Background: an optimization exercise with open tools, aiming at small area and a short achievable clock period. Do not read the settings as production practice. In this exercise RTL edits were held to simulation tests only and were not proved equivalent to the original. Power figures rest on the tool's default switching activity, not on a simulated workload.

== JK ==
==> flow/design.v <==
package dma_pkg;
    localparam int addr_w     = 32;
    localparam int data_w     = 64;
    localparam int beat_bytes = data_w / 8;
    localparam int pixel_w = 24;
    localparam int burst_len   = 16;
    localparam int burst_bytes = burst_len * beat_bytes;
    localparam int image_w = 16;
    localparam int image_h = 4;
    localparam int frame_bytes = image_w * image_h * beat_bytes;
    localparam int buff_num = 3;
    localparam int fifo_depth = 64;
    typedef logic [data_w-1:0] beat_t;
    typedef logic [addr_w-1:0] addr_t;
    typedef logic [1:0] slot_t;
    typedef logic [$clog2(burst_len+1)-1:0] beat_cnt_t;
    typedef logic [$clog2(fifo_depth+1)-1:0] level_t;
endpackage
module dma_frame_writer #(
    parameter dma_pkg::addr_t wr_base_addr = 32'h0200_0000
) (
    input  logic                             M_AXI_ACLK,
    input  logic                             M_AXI_ARESETN,
    output dma_pkg::addr_t                   m_axi_awaddr,
    output logic [7:0]                       m_axi_awlen,
    output logic [2:0]                       m_axi_awsize,
    output logic [1:0]                       m_axi_awburst,
    output logic                             m_axi_awvalid,
    input  logic                             m_axi_awready,
    output dma_pkg::beat_t                   m_axi_wdata,
    output logic [dma_pkg::beat_bytes-1:0]   m_axi_wstrb,
    output logic                             m_axi_wlast,
    output logic                             m_axi_wvalid,
    input  logic                             m_axi_wready,
    input  logic [1:0]                       m_axi_bresp,
    input  logic                             m_axi_bvalid,
    output logic                             m_axi_bready,
    input  logic                             pre_vs,
    input  logic                             pre_de,
    input  logic [dma_pkg::pixel_w-1:0]      pre_data,
    output logic                             wr_req,
    input  logic                             wr_enable,
    output logic                             wr_burst_now,
    output logic                             wr_burst_end
);
    localparam int pw    = dma_pkg::pixel_w;
    localparam int ring  = dma_pkg::fifo_depth - 1;
    localparam int rp_w  = $clog2(ring);
    assign m_axi_awlen   = 8'(dma_pkg::burst_len - 1);
    assign m_axi_awsize  = 3'($clog2(dma_pkg::beat_bytes));
    assign m_axi_awburst = 2'b01;
    assign m_axi_wstrb   = '1;
    always_ff @(posedge M_AXI_ACLK) begin
        if (!M_AXI_ARESETN) m_axi_bready <= 1'b0;
        else                m_axi_bready <= 1'b1;
    end
    logic       vs_d;
    logic       vs_rise, vs_fall;
    logic [1:0] slot;
    logic       base_load;
    assign vs_rise = pre_vs && !vs_d;
    assign vs_fall = !pre_vs && vs_d;
    always_ff @(posedge M_AXI_ACLK) begin
        if (!M_AXI_ARESETN) begin
            vs_d      <= 1'b0;
            slot      <= 2'd0;
            base_load <= 1'b0;
        end else begin
            vs_d      <= pre_vs;
            base_load <= vs_fall;
            if (vs_fall) slot <= (slot == 2'd2) ? 2'd0 : slot + 2'd1;
        end
    end
    logic [pw-1:0]   head;
    logic [pw-1:0]   mem [ring];
    logic [ring:0]   occ;
    logic            hv;
    logic            full, empty, one;
    logic            push_ok, pop_ok, to_head;
    logic            ring_push, ring_pop;
    logic            w_hs;
    assign full      = occ[ring];
    assign empty     = !hv;
    assign one       = hv && occ[0];
    assign push_ok   = pre_de && !full && !vs_rise;
    assign pop_ok    = w_hs && !empty && !vs_rise;
    assign to_head   = pop_ok ? one : empty;
    assign ring_push = push_ok && !to_head;
    assign ring_pop  = pop_ok && !one;
    assign m_axi_wdata = {{(dma_pkg::data_w - pw){1'b0}}, head};
    logic [pw-1:0]   rdata;
    always_comb begin
        rdata = '0;
        for (int i = 0; i < ring; i++) begin
            rdata = rdata | ({pw{occ[i+1]}} & mem[i]);
        end
    end
    always_ff @(posedge M_AXI_ACLK) begin
        if (pre_de && !full) begin
            mem[0] <= pre_data;
            for (int i = 1; i < ring; i++) mem[i] <= mem[i-1];
        end
    end
    always_ff @(posedge M_AXI_ACLK) begin
        if (!M_AXI_ARESETN || vs_rise) begin
            occ    <= (ring+1)'(1);
            hv     <= 1'b0;
            wr_req <= 1'b0;
            head   <= '0;
        end else begin
            if (ring_push && !ring_pop) begin
                occ    <= {occ[ring-1:0], 1'b0};
                wr_req <= wr_req || occ[14];
            end else if (ring_pop && !ring_push) begin
                occ    <= {1'b0, occ[ring:1]};
                wr_req <= wr_req && !occ[15];
            end
            if (to_head) begin
                head <= push_ok ? pre_data : '0;
                hv   <= push_ok;
            end else if (pop_ok) begin
                head <= rdata;
            end
        end
    end
    logic        start, aw_hs;
    logic [24:0] aw_hi;
    assign start = wr_req && wr_enable && !wr_burst_now;
    assign aw_hs = m_axi_awvalid && m_axi_awready;
    assign m_axi_awaddr = {aw_hi, wr_base_addr[6:0]};
    always_ff @(posedge M_AXI_ACLK) begin
        if (!M_AXI_ARESETN) begin
            wr_burst_now  <= 1'b0;
            m_axi_awvalid <= 1'b0;
            aw_hi         <= wr_base_addr[31:7];
        end else begin
            if (wr_burst_end) wr_burst_now <= 1'b0;
            else if (start)   wr_burst_now <= 1'b1;
            if (aw_hs)        m_axi_awvalid <= 1'b0;
            else if (start)   m_axi_awvalid <= 1'b1;
            if (base_load)    aw_hi <= wr_base_addr[31:7] + {21'd0, slot, 2'b00};
            else if (aw_hs)   aw_hi <= aw_hi + 25'd1;
        end
    end
    logic [3:0] beat_cnt;
    assign w_hs         = m_axi_wvalid && m_axi_wready;
    assign wr_burst_end = m_axi_wlast && m_axi_wready;
    always_ff @(posedge M_AXI_ACLK) begin
        if (!M_AXI_ARESETN) begin
            m_axi_wvalid <= 1'b0;
            m_axi_wlast  <= 1'b0;
            beat_cnt     <= 4'd0;
        end else begin
            if (wr_burst_end) m_axi_wvalid <= 1'b0;
            else if (aw_hs)   m_axi_wvalid <= 1'b1;
            if (wr_burst_end) beat_cnt <= 4'd0;
            else if (w_hs)    beat_cnt <= beat_cnt + 4'd1;
            m_axi_wlast <= m_axi_wlast ? !m_axi_wready
                                       : (w_hs && beat_cnt == 4'd14);
        end
    end
endmodule
clock: 5.5 ns
lec_check: 0
cap_margin: 20
core_margin: 2
core_utilization: 40
setup_slack_margin: 2.95
slew_margin: 20
cts_args: -sink_clustering_enable -repair_clock_nets -dont_use_dummy_load -sink_clustering_size 24 -sink_clustering_max_diameter 100
buffer_ports_args: -buffer_cell sky130_fd_sc_hd__buf_2
standard.sh (not shown) runs the stock make flow with config.mk's settings and CLKGATE_MAP_FILE= SYNTH_SCRIPT=/design/flow/synth_recipe.tcl, a recipe that flattens the netlist after the stock synthesis.
==> flow/flow/run.sh <==
#!/bin/bash
# The standard layout (standard.sh) with two layout choices changed:
# clock tree sinks clustered more coarsely without dummy loads, and
# port buffers started from buf_2 (timing repair may still resize them).
set -euo pipefail
cat >> "$FLOW_CONFIG" <<'EOT'
export CTS_ARGS = -sink_clustering_enable -repair_clock_nets -dont_use_dummy_load -sink_clustering_size 24 -sink_clustering_max_diameter 100
export BUFFER_PORTS_ARGS = -buffer_cell sky130_fd_sc_hd__buf_2
EOT
bash standard.sh > standard.log 2>&1
Here is what was changed in the inputs of MS compared with JK.
--- a/flow/design.v
+++ b/flow/design.v
@@ -72,20 +72,24 @@
         end
     end
+    logic [6:0]      level;
     logic [pw-1:0]   head;
     logic [pw-1:0]   mem [ring];
-    logic [ring:0]   occ;
-    logic            hv;
+    logic [rp_w-1:0] wp;
+    logic [ring-1:0] rsel;
     logic            full, empty, one;
     logic            push_ok, pop_ok, to_head;
-    logic            ring_push, ring_pop;
     logic            w_hs;
-    assign full      = occ[ring];
-    assign empty     = !hv;
-    assign one       = hv && occ[0];
-    assign push_ok   = pre_de && !full && !vs_rise;
-    assign pop_ok    = w_hs && !empty && !vs_rise;
-    assign to_head   = pop_ok ? one : empty;
-    assign ring_push = push_ok && !to_head;
-    assign ring_pop  = pop_ok && !one;
+    assign full    = level[6];
+    assign empty   = (level == 7'd0);
+    assign one     = (level == 7'd1);
+    assign push_ok = pre_de && !full && !vs_rise;
+    assign pop_ok  = w_hs && !empty && !vs_rise;
+    assign to_head = pop_ok ? one : empty;
+    logic [6:0] level_n;
+    always_comb begin
+        level_n = level;
+        if (push_ok && !pop_ok) level_n = level + 7'd1;
+        else if (pop_ok && !push_ok) level_n = level - 7'd1;
+    end
     assign m_axi_wdata = {{(dma_pkg::data_w - pw){1'b0}}, head};
     logic [pw-1:0]   rdata;
@@ -93,33 +97,28 @@
         rdata = '0;
         for (int i = 0; i < ring; i++) begin
-            rdata = rdata | ({pw{occ[i+1]}} & mem[i]);
+            rdata   = rdata | ({pw{rsel[i]}} & mem[i]);
         end
     end
     always_ff @(posedge M_AXI_ACLK) begin
-        if (pre_de && !full) begin
-            mem[0] <= pre_data;
-            for (int i = 1; i < ring; i++) mem[i] <= mem[i-1];
-        end
+        if (pre_de && !full) mem[wp] <= pre_data;
     end
     always_ff @(posedge M_AXI_ACLK) begin
         if (!M_AXI_ARESETN || vs_rise) begin
-            occ    <= (ring+1)'(1);
-            hv     <= 1'b0;
+            level  <= 7'd0;
             wr_req <= 1'b0;
-            head   <= '0;
+            wp    <= '0;
+            rsel  <= ring'(1);
+            head  <= '0;
         end else begin
-            if (ring_push && !ring_pop) begin
-                occ    <= {occ[ring-1:0], 1'b0};
-                wr_req <= wr_req || occ[14];
-            end else if (ring_pop && !ring_push) begin
-                occ    <= {1'b0, occ[ring:1]};
-                wr_req <= wr_req && !occ[15];
-            end
-            if (to_head) begin
+            level  <= level_n;
+            wr_req <= (level_n >= 7'd16);
+            if (push_ok && !to_head)
+                wp <= (wp == rp_w'(ring - 1)) ? '0 : wp + 1'b1;
+            if (pop_ok && !one)
+                rsel <= {rsel[ring-2:0], rsel[ring-1]};
+            if (to_head)
                 head <= push_ok ? pre_data : '0;
-                hv   <= push_ok;
-            end else if (pop_ok) begin
+            else if (pop_ok)
                 head <= rdata;
-            end
         end
     end
==> run notes <==
Going from JK to MS, maximum ir drop on the vdd rail increased 20%, arithmetic-cell share of the synthesized area counting full adders, half adders and majority gates essentially unchanged, required time reported for the critical path endpoint decreased 0.03 ns.
As of MS, wire length per cell had risen by more than 10% compared to JK.
Summary of the comparison: total non-filler cell area in the finished layout is higher in MS, relative to JK.
Re row count: no difference whatsoever between MS and JK.

[separate check: timing with driven ports]
How much do the figures lean on ideal ports? The routed layouts below were timed once more, with nothing changed but the port constraints. Step 1, drivers: a clkbuf_16 drives M_AXI_ACLK and a buf_2 each remaining input, both assumed. Step 2, shift: input delay + t, output delay - t, t = (earliest + latest rising clock arrival at the registers) / 2. This alone moves slack from input paths to output paths. Three values: ideal, step 1, step 2; two values: the first two.
run | t, ns | slack for setup (ns) | worst setup path after step 2 | worst data-port slew with drivers (ns)
JK | 0.760 | 2.898 / 2.898 / 2.269 | input to register | 0.07
MS | 0.785 | 2.890 / 2.890 / 2.170 | input to register | 0.17
After both steps setup and hold are still met in every run listed. For MS, which loses most, drivers alone change the setup slack by 0.000 ns; drivers and shift together by -0.720 ns.
